From an optimization exercise on the open Yosys and OpenROAD flow, aimed at small area, a short achievable clock period and few clock cycles; shortcuts taken in it are not production practice.
No run shown here included a check of the RTL's function; only the layout flow was run.

==> flow/design.v, too long to show whole: its modules and the start of the top module <==
// module kps_rank: 79 lines
// module kps_dist: 5799 lines
// module k_nearest_point_select: 262 lines
module k_nearest_point_select (
  input  logic        clk,
  input  logic        rst_n,
  input  logic        cfg_wr_en,
  input  logic [1:0]  cfg_index,
  input  logic [23:0] cfg_data,
  input  logic        in_valid,
  output logic        in_ready,
  input  logic [23:0] in_point_x,
  input  logic [23:0] in_point_y,
  input  logic [23:0] in_point_z,
  input  logic        in_set_end,
  output logic        out_valid,
  input  logic        out_ready,
  output logic [4:0]  out_target_index,
  output logic        out_list_end,
  output logic        out_dropped
);
  // ...
==> flow/run.sh <==
#!/bin/bash
# synth_recipe.tcl (not shown) runs the flow's synth.tcl, then flattens the netlist and writes it again
# the make line also repeats each setting of config.mk as NAME=value (left out here)
make -C /OpenROAD-flow-scripts/flow DESIGN_CONFIG=/design/flow/config.mk WORK_HOME=/design/flow/orfs CLKGATE_MAP_FILE= SYNTH_SCRIPT=/design/flow/synth_recipe.tcl finish
==> flow/config.mk <==
export PLATFORM = sky130hd
export DESIGN_NAME = k_nearest_point_select
export DESIGN_NICKNAME = k_nearest_point_select
export VERILOG_FILES = /design/flow/design.v
export SDC_FILE = /design/flow/constraint.sdc
export NUM_CORES = 4
export LEC_CHECK = 0
export ABC_CLOCK_PERIOD_IN_PS = 4000
export CAP_MARGIN = 20
export CORE_MARGIN = 2
export CORE_UTILIZATION = 50
export SETUP_SLACK_MARGIN = 5.0
export SLEW_MARGIN = 20
==> flow/constraint.sdc <==
create_clock -name core_clock -period 9.0 [get_ports {clk}]
set_input_delay 1.8000 -clock core_clock [delete_from_list [all_inputs] [get_ports {clk}]]
set_output_delay 1.8000 -clock core_clock [all_outputs]
set_load 0.01 [all_outputs]
==> reports/metrics.yaml, run 1 <==
run_status:
  outcome: "timing/DRC/antenna clean"
setup_path:
  worstSetupPathDepth: 18
  crit_arrival_ns: 5.42
  rr_endpoint: "u_dist.d[49]"
  timing.rr.start: "u_dist.r1_q[99]"
  crit_family: "compound AO/OA/AOI/OAI gates"
  critPathLaunch: "u_dist.r1_q[99]"
  cpPeakStageDelay_ns: 0.61
  crit_path_top_delay_cell: "fa_1"
routing:
  via_per_inst: 5.44
  wl_per_cell_um: 22.6
  wl_met1_um: 163000
  wl_met2_um: 168000
placement:
  gp_congestion: 0.882
  dpl-instance-area_um2: 133000
cells_and_area:
  final_core_util_pct: 57.1
  regMostFlops: "u_rank.dring"
  nNonClkBuffers: 352
  seq_area_share_pct: 36.7
  synthToLayoutAreaGrowth_pct: 14.0
logic_synthesis:
  synth_area_um2: 128000
  avgSynthCellArea_um2: 10.3
  synth-compound-area-share_pct: 8.68
  yosysSeqAreaShare_pct: 41.7
floorplan:
  core-area_um2: 256000
  die-area_um2: 261000
  io-pin-count: 113
  die_y_um: 511
global_routing:
  grt_start_max_net_pins: 101
  grt_pass1_vias: 90000
timing:
  fin_crit_sh_pct: 51.3
  hold_viol: 0
  tns_ns: 0
  setup_viol: 0
cts:
  cts_htree_levels: 5
  insertion_delay_ns: 0.95
worst_hold_path:
  hold_end: "u_rank.dring[11][24]"
  holdPathStages: 0
  hp-start: "u_rank.dring[10][24]"
==> inputs of run 2 (changes only) <==
--- a/flow/config.mk
+++ b/flow/config.mk
@@ -7,3 +7,2 @@
 export LEC_CHECK = 0
-export ABC_CLOCK_PERIOD_IN_PS = 4000
 export CAP_MARGIN = 20
@@ -11,3 +10,3 @@
 export CORE_UTILIZATION = 50
-export SETUP_SLACK_MARGIN = 5.0
+export SETUP_SLACK_MARGIN = 4.0
 export SLEW_MARGIN = 20
==> reports/metrics.yaml, run 2 <==
run_status:
  outcome: "timing/DRC/antenna clean"  # unchanged
worst_hold_path:
  hold_end: "j4[1]"  # was u_rank.dring[11][24]
  hp-start: "j3[1]"  # was u_rank.dring[10][24]
  hp-class: "reg2reg"  # unchanged
  holdPathStages: 0  # unchanged
cells_and_area:
  regMostFlops: "u_rank.dring"  # unchanged
  final_cells: 16200  # about the same
  synthToLayoutAreaGrowth_pct: 11.3  # was 14.0%
  multi_input_area_um2: 68100  # was 70,200 um2
  fillCellCount: 22000  # was 21,800
  final_cell_mix: "dfxtp_1 (2,352), maj3_1 (1,323), inv_1 (1,288), fa_1 (868), nand2_1 (779)"  # was dfxtp_1 (2,328), maj3_1 (1,290), inv_1 (1,274), fa_1 (855), nand2_1 (776)
  drive_gt1_share_pct: 6.44  # was 9.60%
  final_common_cell: "dfxtp_1"  # unchanged
  ff_latch_area_um2: 53600  # was 53,700 um2
  largest_reg_flops: 1600  # unchanged
  reg_top3: "u_rank.dring x1600, u_dist.r1_q x280, u_rank.rk x160"  # unchanged
  nNetsFinal: 13800  # was 13,900
logic_synthesis:
  synthArstFlopShare_pct: 0  # unchanged
  synth_area_leaders: "dfxtp_1 (37%), fa_1 (14%), maj3_1 (10%)"  # unchanged
  yosysSeqAreaShare_pct: 41.7  # unchanged
  ys_seq_elements: 2579  # unchanged
  synth_nets: 13800  # unchanged
  avgSynthCellArea_um2: 10.3  # unchanged
  yosysMostFrequentCell: "dfxtp_1"  # unchanged
  synth.distinct_cells: 91  # unchanged
  synth_area_um2: 128000  # unchanged
  synth-edff-count: 188  # unchanged
  yosys-top-cells-count: "dfxtp_1 (2,391), maj3_1 (1,323), inv_1 (1,298)"  # unchanged
  synth_warnings: 7  # unchanged
  synth_top_area_share_pct: 37.3  # unchanged
  synth_top_flop_cell: "dfxtp_1"  # unchanged
  synthCells: 12500  # unchanged
  yosysTopAreaCell: "dfxtp_1"  # unchanged
timing:
  hold_viol: 0  # unchanged
  fin_crit_ns: 4.89  # was 4.62 ns
  grt_setup_unrepaired: "true"  # unchanged
  finalWorstSetupSlack_ns: 4.11  # was 4.38 ns
  relSlewSlack_pct: 16.1  # was 27.5%
  clock.fmax_ghz: 0.205  # was 0.217 GHz
  tns_ns: 0  # unchanged
  maxSlewViolCount: 0  # unchanged
  setup_viol: 0  # unchanged
  fin_skew_ns: 0.0868  # was 0.0879 ns
  fin_crit_sh_pct: 54.3  # was 51.3%
  tightest_slew_ns: 1.25  # was 1.09 ns
setup_path:
  cp_max_fo: 10  # was 5
  reg2reg_depth: 13  # was 18
  cp-start-kind: "flop"  # unchanged
  timing.rr.start: "u_dist.d[1]"  # was u_dist.r1_q[99]
  crit_path_top_delay_cell: "o31ai_1"  # was fa_1
  r2r_setup_slack_ns: 4.11  # was 4.38 ns
  path_common_cell: "maj3_1"  # was a21o_1
  worstSetupPathType: "reg2reg"  # unchanged
  crit_family: "compound AO/OA/AOI/OAI gates"  # unchanged
  worstPathCellList: "clkinvlp_4 -> buf_4 -> maj3_1 -> maj3_1 -> maj3_1 -> maj3_1 -> a21oi_1 -> o21a_1 -> nor3_1 -> o31ai_1 -> o21ai_0 -> a22oi_1 -> nor2b_1"  # was inv_1 -> fa_2 -> fa_1 -> inv_1 -> fa_1 -> ha_4 -> nand2_2 -> o21ai_1 -> a21o_1 -> a21o_1 -> a21o_1 -> a21o_1 -> a22o_4 -> a21o_4 -> a221oi_4 -> buf_6 -> o21bai_4 -> a221o_1
  cp-end-kind: "flop"  # unchanged
  rr_endpoint: "u_rank.ge_r[17]"  # was u_dist.d[49]
  critPathBufInv: 2  # was 3
  cp.required_ns: 9.88  # was 9.81 ns
  cpPeakStageDelay_ns: 0.89  # was 0.61 ns
  crit_arrival_ns: 5.76  # was 5.42 ns
floorplan:
  die_y_um: 511  # unchanged
  core-area_um2: 256000  # unchanged
  fp.dieW_um: 511  # unchanged
  io-pin-count: 113  # unchanged
  start_util_pct: 50.1  # unchanged
  fp-row-count: 186  # unchanged
  die-area_um2: 261000  # unchanged
cts:
  numCtsBuffers: 297  # was 295
  path_clk_slew_ns: 0.06  # about the same
  insertion_delay_ns: 0.96  # was 0.95 ns
  cts-root-buf: "clkbuf_16"  # unchanged
  cts_buffer_depth: 4  # unchanged
  cts_num_sinks: 2579  # unchanged
  cts_htree_levels: 5  # unchanged
  hold_buffers: 0  # unchanged
  cts_tree: "yes"  # unchanged
placement:
  port_buffers: 112  # unchanged
  pre_cts_slack_ns: 2.92  # was 3.23 ns
  dp.cells: 15600  # about the same
  gp_congestion: 0.874  # was 0.882
  dp_hpwl_um: 259000  # was 261,000 um
global_routing:
  met3_usage_pct: 4.68  # was 4.57%
  grt_pass1_vias: 89700  # was 90,000
  grtUsageMet1_pct: 37.1  # was 37.5%
  antenna_found_initial: 18  # was 16
  globalRoute.busiestLayer: "met2"  # unchanged
  grt_util_met2_pct: 43.1  # was 44.5%
  grt_start_max_net_pins: 101  # unchanged
  grt_pass1_wl_um: 545000  # was 554,000 um
  track_usage_pct: 27.0  # was 27.6%
  grt_overflow: 0  # unchanged
routing:
  route.detailed.drc: 0  # unchanged
  via_count: 87800  # was 88,200
  ant_nets: 0  # unchanged
  via_per_inst: 5.43  # was 5.44
  wirelength_um: 356000  # was 366,000 um
  wl_per_cell_um: 22.1  # was 22.6 um
  drt_iter0_drc: 6173  # was 5,732
  first_pass_iters: 6  # unchanged
job:
  max_cap_viol_count: 0  # unchanged
-- run 2: cell counts after synthesis --
No cell type changed its count.
-- run 2: routing by layer --
layer / up-vias / routed length (um)
met5: - / 13
met4: 2 / 12700
li1: 41100 / -
met2: 2414 / 161000
met3: 623 / 21300
met1: 43600 / 161000
-- run 2: how the worst max path moves through the flow --
stage	startpoint	end	slack, ns	cells past startpoint
6_report	u_dist.d[1]	u_rank.ge_r[17]	4.11	13
5_1_grt	u_dist.r1_q[0]	u_dist.d[46]	3.98	18
4_1_cts	u_dist.r1_q[0]	u_dist.d[46]	3.97	18
3_5_place_dp	in_point_y[0]	ty_r[22]	2.92	17
3_3_place_gp	in_point_y[0]	ty_r[22]	2.88	17
2_1_floorplan	in_point_z[0]	tz_r[0]	4.01	18
-- run 2: logic make-up after synthesis --
group	share of synthesized area, %
adders and majority gates	26.9
AOI/OAI and AO/OA	8.68
muxes	0.114
xor gates and xnor gates	3.33
buffers and inverters	5.61
and+or+nand+nor	13.7
DFF	41.7
-- run 2: area by class of cell --
type,instances,share of cell area (%)
antenna,13,0.0228
multi-input combinational,8066,47.6
clock buffer,427,6.11
timing repair buffer,281,1.68
tap,3384,2.96
clock inverter,87,0.684
inverter,1317,3.47
sequential,2579,37.5
-- run 2: stage by stage --
step,cell area [um2],utilization [%],hold WS (ns)
3_3_place_gp,133000,51.9,0.311
5_1_grt,143000,55.8,0.319
2_1_floorplan,128000,-,0.310
4_1_cts,143000,55.7,0.301
3_5_place_dp,133000,51.9,0.313
6_report,143000,55.8,0.305
-- run 2: repair_timing --
action,4_1_cts,5_1_grt
cloned,1,0
pin swaps,2,7
setup endpoints to repair,71,69
buffers inserted,1,8
resized for setup,30,26

re-timing with driven ports:
No port has a modelled driver above. Below, the same layouts with a new extraction and two added sets of constraints. Step 1 assumes that a clkbuf_16 drives the clock port and a buf_2 every other input. Step 2 also shifts input and output timing later by t, the mid clock arrival at the registers, as if the neighbouring blocks saw the same clock. Slacks: no drivers / after step 1 / after step 2; pairs: no drivers / after step 1.
| run | t, ns | setup slack, ns | hold WS [ns] | worst setup path after step 2 |
|---|---|---|---|---|
| run 1 | 1.006 | 4.384 / 4.384 / 4.151 | 0.315 / 0.315 / 0.315 | input to register |
| run 2 | 1.009 | 4.112 / 4.112 / 3.266 | 0.305 / 0.305 / 0.305 | input to register |
After both steps every run listed still meets setup and hold. The setup slack of run 2, which loses most, moves by 0.000 ns with the drivers and by -0.846 ns with both steps.
